Source: an optimization exercise on an open RTL-to-GDS flow (aim: small area). Production flows keep margins and buffers that such runs may drop. The RTL was checked by simulation tests, not by an equivalence proof against the original design. The clock port is modelled as an ideal driver; clocking choices that lean on that would not hold on a real chip. Power is estimated from default activity; no workload was simulated.

== run A ==
==> flow/design.v <==
module rm_aoi222 (
    input  logic a0, b0, a1, b1, a2, b2,
    output logic y
);
    assign y = ~((a0 & b0) | (a1 & b1) | (a2 & b2));
endmodule
module rm_nand4 (
    input  logic a, b, c, d,
    output logic y
);
    assign y = ~(a & b & c & d);
endmodule
module rm_nand3 (
    input  logic a, b, c,
    output logic y
);
    assign y = ~(a & b & c);
endmodule
module rm_nor2 (
    input  logic a, b,
    output logic y
);
    assign y = ~(a | b);
endmodule
module rm_nand2 (
    input  logic a, b,
    output logic y
);
    assign y = ~(a & b);
endmodule
module rm_and3 (
    input  logic a, b, c,
    output logic y
);
    assign y = a & b & c;
endmodule
module rm_or2 (
    input  logic a, b,
    output logic y
);
    assign y = a | b;
endmodule
module rm_rdbit #(
    parameter int N     = 49,
    parameter bit EXTRA = 1'b0
) (
    input  logic [N-1:0] sel,
    input  logic [N-1:0] d,
    input  logic         extra_n,
    output logic         y
);
    logic [15:0] n;
    logic        n16;
    logic [3:0]  h;
    logic [1:0]  g;
    for (genvar j = 0; j < 16; j++) begin : g_aoi
        rm_aoi222 u (.a0(sel[3*j]), .b0(d[3*j]), .a1(sel[3*j+1]), .b1(d[3*j+1]),
                     .a2(sel[3*j+2]), .b2(d[3*j+2]), .y(n[j]));
    end
    rm_nand2 u_last (.a(sel[48]), .b(d[48]), .y(n16));
    for (genvar j = 0; j < 4; j++) begin : g_nand
        rm_nand4 u (.a(n[4*j]), .b(n[4*j+1]), .c(n[4*j+2]), .d(n[4*j+3]), .y(h[j]));
    end
    rm_nor2  u_g0 (.a(h[0]), .b(h[1]), .y(g[0]));
    rm_nor2  u_g1 (.a(h[2]), .b(h[3]), .y(g[1]));
    if (EXTRA) begin : g_x
        rm_nand4 u_out (.a(g[0]), .b(g[1]), .c(n16), .d(extra_n), .y(y));
    end else begin : g_nx
        rm_nand3 u_out (.a(g[0]), .b(g[1]), .c(n16), .y(y));
    end
endmodule
module apb_modport #(
    parameter int ADDR_WIDTH     = 32,
    parameter int DATA_WIDTH     = 32,
    parameter int NO_OF_SLAVES   = 7,
    parameter int REGS_PER_SLAVE = 8
) (
    input  logic                    pclock,
    input  logic                    presetn,    
    input  logic [ADDR_WIDTH-1:0]   paddr,
    input  logic [DATA_WIDTH-1:0]   pwdata,
    input  logic                    pwrite,
    input  logic [NO_OF_SLAVES-1:0] psel_x,
    input  logic                    penable,
    output logic [DATA_WIDTH-1:0]   prdata,
    output logic                    pready,
    output logic                    pslverr
);
    localparam int DATA_REGS = REGS_PER_SLAVE - 1;
    localparam int IDX_W     = $clog2(REGS_PER_SLAVE);
    localparam int WIN_LSB   = IDX_W + 2;
    localparam logic [15:0] ID_TAG = 16'hA9B0;
    localparam int NW        = NO_OF_SLAVES * DATA_REGS;
    logic [DATA_WIDTH-1:0] data_q [NW];
    logic [NW-1:0]         valid_q;
    logic [NW-1:0]         valid_d;
    logic [IDX_W-1:0]      reg_idx;
    logic                  sel_any;
    logic                  sel_multi;
    logic                  access;
    logic                  addr_ok;
    logic                  xfer_err;
    logic                  wr_en;
    logic                  rd_en;
    logic [REGS_PER_SLAVE-1:0] idx_dec;
    logic [REGS_PER_SLAVE-1:0] idx_dec_n;
    logic [NO_OF_SLAVES-1:0]   wk_n;
    logic [NO_OF_SLAVES-1:0]   rk;
    logic [NW-1:0]         wsel;
    logic [NW-1:0]         rsel;
    logic [DATA_WIDTH-1:0] id_word;
    logic [DATA_WIDTH-1:0] rd_id;
    always_comb begin
        sel_multi = 1'b0;
        for (int a = 0; a < NO_OF_SLAVES; a++)
            for (int b = a + 1; b < NO_OF_SLAVES; b++)
                sel_multi = sel_multi | (psel_x[a] & psel_x[b]);
    end
    assign sel_any  = |psel_x;
    assign reg_idx  = paddr[WIN_LSB-1:2];
    assign addr_ok  = ~|paddr[1:0] & ~|paddr[ADDR_WIDTH-1:WIN_LSB];
    assign access   = sel_any & penable;
    assign xfer_err = sel_multi | ~addr_ok | (pwrite & (reg_idx == IDX_W'(DATA_REGS)));
    assign wr_en    = access & pwrite & ~sel_multi & addr_ok;
    assign rd_en    = access & ~pwrite & ~sel_multi & addr_ok & ~presetn;
    always_comb
        for (int r = 0; r < REGS_PER_SLAVE; r++) begin
            idx_dec[r]   = (reg_idx == IDX_W'(r));
            idx_dec_n[r] = ~idx_dec[r];
        end
    always_comb
        for (int k = 0; k < NO_OF_SLAVES; k++) begin
            wk_n[k] = ~(wr_en & psel_x[k]);
            rk[k]   = rd_en & psel_x[k];
        end
    for (genvar k = 0; k < NO_OF_SLAVES; k++) begin : g_bank
        for (genvar r = 0; r < DATA_REGS; r++) begin : g_word
            localparam int W = k * DATA_REGS + r;
            rm_nor2 u_ws (.a(wk_n[k]), .b(idx_dec_n[r]), .y(wsel[W]));
            rm_or2  u_vd (.a(valid_q[W]), .b(wsel[W]), .y(valid_d[W]));
            rm_and3 u_rs (.a(rk[k]), .b(idx_dec[r]), .c(valid_q[W]), .y(rsel[W]));
        end
    end
    always_comb begin
        id_word = '0;
        for (int k = 0; k < NO_OF_SLAVES; k++)
            id_word = id_word | ({DATA_WIDTH{psel_x[k]}} & DATA_WIDTH'({ID_TAG, 8'h00, 8'(k)}));
        rd_id = id_word & {DATA_WIDTH{rd_en & idx_dec[DATA_REGS]}};
    end
    for (genvar b = 0; b < DATA_WIDTH; b++) begin : g_rd
        localparam logic [DATA_WIDTH-1:0] ID_ONES = DATA_WIDTH'({ID_TAG, 16'h00FF});
        logic [NW-1:0] col;
        for (genvar w = 0; w < NW; w++) begin : g_col
            assign col[w] = data_q[w][b];
        end
        rm_rdbit #(.N(NW), .EXTRA(ID_ONES[b])) u_bit (.sel(rsel), .d(col), .extra_n(~rd_id[b]), .y(prdata[b]));
    end
    always_ff @(posedge pclock or posedge presetn) begin
        if (presetn) valid_q <= '0;
        else         valid_q <= valid_d;
    end
    always_ff @(posedge pclock) begin
        for (int w = 0; w < NW; w++)
            if (wsel[w]) data_q[w] <= pwdata;
    end
    assign pready  = access & ~presetn;
    assign pslverr = access & xfer_err & ~presetn;
endmodule
export LEC_CHECK = 0
export CAP_MARGIN = 10
export CORE_MARGIN = 2
export CORE_UTILIZATION = 40
export CTS_BUF_LIST = sky130_fd_sc_hd__clkbuf_16
export CTS_CLUSTER_DIAMETER = 100
export CTS_CLUSTER_SIZE = 32
export GPL_ROUTABILITY_DRIVEN = 0
export PLACE_DENSITY = 0.85
export SLEW_MARGIN = 10
export SYNTH_HIERARCHICAL = 1
export SYNTH_MINIMUM_KEEP_SIZE = 0
export BUFFER_PORTS_ARGS = -buffer_cell sky130_fd_sc_hd__buf_1
export CTS_ARGS = -sink_clustering_enable -repair_clock_nets -sink_clustering_size 32 -sink_clustering_max_diameter 100 -buf_list sky130_fd_sc_hd__clkbuf_16 -dont_use_dummy_load
create_clock -name core_clock -period 12.0 [get_ports {pclock}]
standard.sh (not shown) runs the stock make flow with config.mk's settings and CLKGATE_MAP_FILE= SYNTH_SCRIPT=/design/flow/synth_recipe.tcl, a recipe that flattens the netlist after the stock synthesis.
==> flow/flow/run.sh <==
#!/bin/bash
# Own flow: the standard ORFS layout, with smaller port buffers and a clock
# tree without dummy balancing loads.
set -euo pipefail
{
  echo 'export BUFFER_PORTS_ARGS = -buffer_cell sky130_fd_sc_hd__buf_1'
  echo 'export CTS_ARGS = -sink_clustering_enable -repair_clock_nets -sink_clustering_size 32 -sink_clustering_max_diameter 100 -buf_list sky130_fd_sc_hd__clkbuf_16 -dont_use_dummy_load'
} >> config.mk
cp config.mk config_mk.txt
bash standard.sh finish > standard.log 2>&1
Every stage of the flow completed for run A, and the final layout passed the timing, DRC and antenna checks.
Inputs modified between run A and run B:
# run A
export LEC_CHECK = 0
export CAP_MARGIN = 10
export CORE_MARGIN = 2
export CORE_UTILIZATION = 40
export CTS_BUF_LIST = sky130_fd_sc_hd__clkbuf_16
export CTS_CLUSTER_DIAMETER = 100
export CTS_CLUSTER_SIZE = 32
export GPL_ROUTABILITY_DRIVEN = 0
export PLACE_DENSITY = 0.85
export SLEW_MARGIN = 10
export SYNTH_HIERARCHICAL = 1
export SYNTH_MINIMUM_KEEP_SIZE = 0
export BUFFER_PORTS_ARGS = -buffer_cell sky130_fd_sc_hd__buf_1
export CTS_ARGS = -sink_clustering_enable -repair_clock_nets -sink_clustering_size 32 -sink_clustering_max_diameter 100 -buf_list sky130_fd_sc_hd__clkbuf_16 -dont_use_dummy_load
create_clock -name core_clock -period 12.0 [get_ports {pclock}]
# run B
export LEC_CHECK = 0
export CAP_MARGIN = 0
export CORE_MARGIN = 2
export CORE_UTILIZATION = 40
export CTS_BUF_LIST = sky130_fd_sc_hd__clkbuf_16
export CTS_CLUSTER_DIAMETER = 100
export CTS_CLUSTER_SIZE = 32
export PLACE_DENSITY = 0.85
export SLEW_MARGIN = 0
export SYNTH_HIERARCHICAL = 1
export SYNTH_MINIMUM_KEEP_SIZE = 0
export BUFFER_PORTS_ARGS = -buffer_cell sky130_fd_sc_hd__buf_1
export CTS_ARGS = -sink_clustering_enable -repair_clock_nets -sink_clustering_size 32 -sink_clustering_max_diameter 100 -buf_list sky130_fd_sc_hd__clkbuf_16 -dont_use_dummy_load
create_clock -name core_clock -period 12.0 [get_ports {pclock}]
--- outcome ---
Looking at run B and run A, the final area is a wash.
Run B against run A: power per unit of standard cell area held; synthesized area held; count of filler cells inserted in the layout held; final wirelength held.
In the tables for run B and run A, relative slew slack reads higher with run A.
The run showing the smaller peak clock frequency supported by timing is run A.
Between run B and run A, the cell leakage power figures differ only marginally.
Re met3 layer usage reported by global route: no difference whatsoever between run B and run A.
Against run A, run B reports a data arrival time at the worst-slack endpoint that is lower.
Inputs modified between run B and run C:
# run B
export LEC_CHECK = 0
export CAP_MARGIN = 0
export CORE_MARGIN = 2
export CORE_UTILIZATION = 40
export CTS_BUF_LIST = sky130_fd_sc_hd__clkbuf_16
export CTS_CLUSTER_DIAMETER = 100
export CTS_CLUSTER_SIZE = 32
export PLACE_DENSITY = 0.85
export SLEW_MARGIN = 0
export SYNTH_HIERARCHICAL = 1
export SYNTH_MINIMUM_KEEP_SIZE = 0
export BUFFER_PORTS_ARGS = -buffer_cell sky130_fd_sc_hd__buf_1
export CTS_ARGS = -sink_clustering_enable -repair_clock_nets -sink_clustering_size 32 -sink_clustering_max_diameter 100 -buf_list sky130_fd_sc_hd__clkbuf_16 -dont_use_dummy_load
create_clock -name core_clock -period 12.0 [get_ports {pclock}]
# run C
export LEC_CHECK = 0
export CAP_MARGIN = 10
export CORE_MARGIN = 2
export CORE_UTILIZATION = 40
export CTS_BUF_LIST = sky130_fd_sc_hd__clkbuf_16
export CTS_CLUSTER_DIAMETER = 100
export CTS_CLUSTER_SIZE = 32
export PLACE_DENSITY = 0.85
export SLEW_MARGIN = 10
export SYNTH_HIERARCHICAL = 1
export SYNTH_MINIMUM_KEEP_SIZE = 0
export BUFFER_PORTS_ARGS = -buffer_cell sky130_fd_sc_hd__buf_1
export CTS_ARGS = -sink_clustering_enable -repair_clock_nets -sink_clustering_size 32 -sink_clustering_max_diameter 100 -buf_list sky130_fd_sc_hd__clkbuf_16 -dont_use_dummy_load
create_clock -name core_clock -period 12.0 [get_ports {pclock}]
==> summary.txt <==
- When the final numbers for run C and run B were put side by side, the met1 routed wirelength after detailed routing turned out to be smaller in run B.
- Between run C and run B, the final period demand of the worst path is lower for run B.
- Compared with run B, in run C setup slack after layout now sits lower, logic depth of the worst path, buffers included now sits lower, hold slack now sits at about the same level.
- Comparing run C with run B, the final design area excluding fillers came out essentially unchanged.
- Fmax: run C below run B
- Sequential portion of the cell area: run B vs run C — no meaningful difference
- First-pass detailed-route iteration total, run C and run B: smaller value in run C
- From run C to run B, synthesized cell count did not move at all.
Edits applied to the flow inputs when going from run C to run D:
# run C
export LEC_CHECK = 0
export CAP_MARGIN = 10
export CORE_MARGIN = 2
export CORE_UTILIZATION = 40
export CTS_BUF_LIST = sky130_fd_sc_hd__clkbuf_16
export CTS_CLUSTER_DIAMETER = 100
export CTS_CLUSTER_SIZE = 32
export PLACE_DENSITY = 0.85
export SLEW_MARGIN = 10
export SYNTH_HIERARCHICAL = 1
export SYNTH_MINIMUM_KEEP_SIZE = 0
export BUFFER_PORTS_ARGS = -buffer_cell sky130_fd_sc_hd__buf_1
export CTS_ARGS = -sink_clustering_enable -repair_clock_nets -sink_clustering_size 32 -sink_clustering_max_diameter 100 -buf_list sky130_fd_sc_hd__clkbuf_16 -dont_use_dummy_load
create_clock -name core_clock -period 12.0 [get_ports {pclock}]
# run D
export LEC_CHECK = 0
export CAP_MARGIN = 10
export CORE_MARGIN = 2
export CORE_UTILIZATION = 40
export CTS_BUF_LIST = sky130_fd_sc_hd__clkbuf_16
export CTS_CLUSTER_DIAMETER = 100
export CTS_CLUSTER_SIZE = 32
export PLACE_DENSITY = 0.85
export SLEW_MARGIN = 10
export SYNTH_HIERARCHICAL = 1
export SYNTH_MINIMUM_KEEP_SIZE = 0
export BUFFER_PORTS_ARGS = -buffer_cell sky130_fd_sc_hd__buf_1
export CTS_ARGS = -sink_clustering_enable -repair_clock_nets -sink_clustering_size 32 -sink_clustering_max_diameter 100 -buf_list sky130_fd_sc_hd__clkbuf_16 -dont_use_dummy_load
export POST_CTS_TCL = /design/flow/flow/post_cts.tcl
create_clock -name core_clock -period 12.0 [get_ports {pclock}]
-- flow/flow/run.sh --
<<< run C, line 2
# Own flow: the standard ORFS layout, with smaller port buffers and a clock
# tree without dummy balancing loads.
>>> run D, line 2
# Own flow: the standard ORFS layout, with smaller port buffers, a clock
# tree without dummy balancing loads, and area recovery after CTS.
<<< run C, line 8
>>> run D, line 8
  echo "export POST_CTS_TCL = $PWD/flow/post_cts.tcl"
==> flow/flow/post_cts.tcl (new file) <==
# Area recovery after clock tree synthesis: downsize gates and buffers on
# paths with spare setup slack, then fix any slew or capacitance limit the
# downsizing broke, and legalise the placement again.
estimate_parasitics -placement
repair_timing -recover_power 100 -verbose
repair_design -slew_margin 10 -cap_margin 10 -verbose
detailed_placement
check_placement -verbose
Notes after the runs:
- Count of buffering cells on the critical path with inverters included: run C and run D compared, higher one is run D
- The non-clock buffer count in run D was higher than what run C gave.
- The higher area growth from synthesis to layout came out of run D.
- The lower static power due to leakage of run C and run D is in run C.
- Higher switching power total among run C and run D: run D
- Cmp run D vs run C: combinational group share of total power higher in run D
- Relative to run C, run D degrades post-route worst setup slack.
- Total power after layout on run D is up relative to run C.
- Of run C and run D, run C shows the lower part of the power in the clock network, with run D above it.
- Mean number of vias per cell: run D vs run C up 0.47%

---

## quartz
apb_modport, a different RTL version from the one above (not shown whole).
Size in the first run: ~1,600 flip-flops.
clock: 12.0 ns
lec_check: 0
cap_margin: 30
core_margin: 2
core_utilization: 40
cts_buf_list: sky130_fd_sc_hd__clkbuf_16
cts_cluster_diameter: 100
cts_cluster_size: 32
gpl_timing_driven: 0
slew_margin: 30
synth_hierarchical: 1
synth_minimum_keep_size: 0
run.sh (not shown) runs the stock make flow with config.mk's settings and CLKGATE_MAP_FILE= SYNTH_SCRIPT=/design/flow/synth_recipe.tcl, a recipe that flattens the netlist after the stock synthesis.
Stock flow here: none of the scripts above is used.
Input changes introduced in lagoon (baseline for comparison: quartz):
Settings: a deleted GPL_TIMING_DRIVEN that had been 0; an added RECOVER_POWER of 100; an added BUFFER_PORTS_ARGS of -buffer_cell sky130_fd_sc_hd__buf_2.
==> flow/flow/run.sh (new file) <==
#!/bin/bash
# Own flow: the standard ORFS layout, with small port buffers and
# power/area recovery on non-critical gates after global routing.
set -euo pipefail
cp standard.sh standard_sh.txt
{
  echo 'export BUFFER_PORTS_ARGS = -buffer_cell sky130_fd_sc_hd__buf_2'
  echo 'export RECOVER_POWER = 100'
} >> config.mk
cp config.mk config_mk.txt
bash standard.sh finish > standard.log 2>&1
==> flow/standard.sh (new file) <==
#!/bin/bash
# synth_recipe.tcl (not shown) runs the flow's synth.tcl, then flattens the netlist and writes it again
# the make line also repeats each setting of config.mk as NAME=value (left out here)
make -C /OpenROAD-flow-scripts/flow DESIGN_CONFIG=/design/flow/config.mk WORK_HOME=/design/flow/orfs CLKGATE_MAP_FILE= SYNTH_SCRIPT=/design/flow/synth_recipe.tcl "${@:-finish}"
removed: flow/run.sh
Results
[flow] lagoon | stages: complete | final checks: fail | reason: capacitance limit, slew limit. quartz: flow completed, timing, DRC and antenna clean. Compared to quartz, lagoon leaves more free space in the core. Between lagoon and quartz, it is lagoon whose fmax is lower, by 1.8%. | global-route usage | higher: quartz |. From quartz to lagoon the numbers moved as follows: aggregate routed wire length saw a decrease, area added between synthesis and finish decreased by 8.6 points relative to the old numbers, share of the clock period used by the worst path moved up, number of nets in the layout now smaller, arrival time at the worst endpoint saw an increase. Between lagoon and quartz, the maximum cell stage delay along the critical path is lower for quartz. Summary — power in the clock group, lagoon relative to quartz: higher, by about 2%.
--- input diff lagoon..nickel ---
Settings: RECOVER_POWER removed (was 100); BUFFER_PORTS_ARGS removed (was -buffer_cell sky130_fd_sc_hd__buf_2); SLEW_MARGIN changed from 30 to 10; CAP_MARGIN changed from 30 to 10.
==> flow/run.sh (new file) <==
#!/bin/bash
# synth_recipe.tcl (not shown) runs the flow's synth.tcl, then flattens the netlist and writes it again
# the make line also repeats each setting of config.mk as NAME=value (left out here)
make -C /OpenROAD-flow-scripts/flow DESIGN_CONFIG=/design/flow/config.mk WORK_HOME=/design/flow/orfs CLKGATE_MAP_FILE= SYNTH_SCRIPT=/design/flow/synth_recipe.tcl finish
removed: flow/flow/run.sh
removed: flow/standard.sh
[summary]
nickel completed; timing, DRC and antenna clean. Final critical delay including setup and external delays delta for nickel relative to lagoon: 0.42 ns higher. nickel gives more number of clock buffers in the layout than lagoon did. Compared with lagoon, in nickel power consumption grew by about 0.33%; via count grew by about 1.3%; power per standard cell area shrank by about 1.3%; global routing usage on met2 grew by 1.4 points.

## separate check: timing with driven ports
The flow's constraints put no driver on any port. The routed layouts listed below were extracted and timed again, unchanged, in two steps.
Step 1 sets driving cells, clkbuf_16 on the clock port and buf_2 on the other inputs (assumed; they add their load-dependent delay and slew).
Step 2 also shifts input and output timing later by t, the mid clock arrival at the registers, as if the neighbouring blocks saw the same clock.
Three values: ideal ports, drivers, drivers and shift; two values: the first two.
run | t, ns | setup slack, ns | worst hold slack (ns) | worst setup path at the end | clock arrival spread, ns
run A | 0.726 | 1.618 / 1.560 / 1.560 | 0.469 / 0.469 / 0.469 | input to output | 0.066 / 0.066
run B | 0.725 | 2.316 / 2.253 / 2.253 | 0.469 / 0.469 / 0.469 | input to output | 0.062 / 0.062
run C | 0.726 | 1.618 / 1.560 / 1.560 | 0.469 / 0.469 / 0.469 | input to output | 0.066 / 0.066
run D | 0.738 | 1.154 / 1.084 / 1.084 | 0.473 / 0.473 / 0.473 | input to output | 0.058 / 0.057
quartz | 0.774 | 1.793 / 1.761 / 1.761 | 0.469 / 0.469 / 0.469 | input to output | 0.027 / 0.027
lagoon | 0.780 | 1.601 / 1.581 / 1.581 | 0.468 / 0.468 / 0.468 | input to output | 0.042 / 0.043
nickel | 0.777 | 1.177 / 1.155 / 1.155 | 0.470 / 0.470 / 0.470 | input to output | 0.034 / 0.034
The setup slack of run D, which loses most, moves by -0.070 ns with the drivers and by -0.070 ns with both steps.
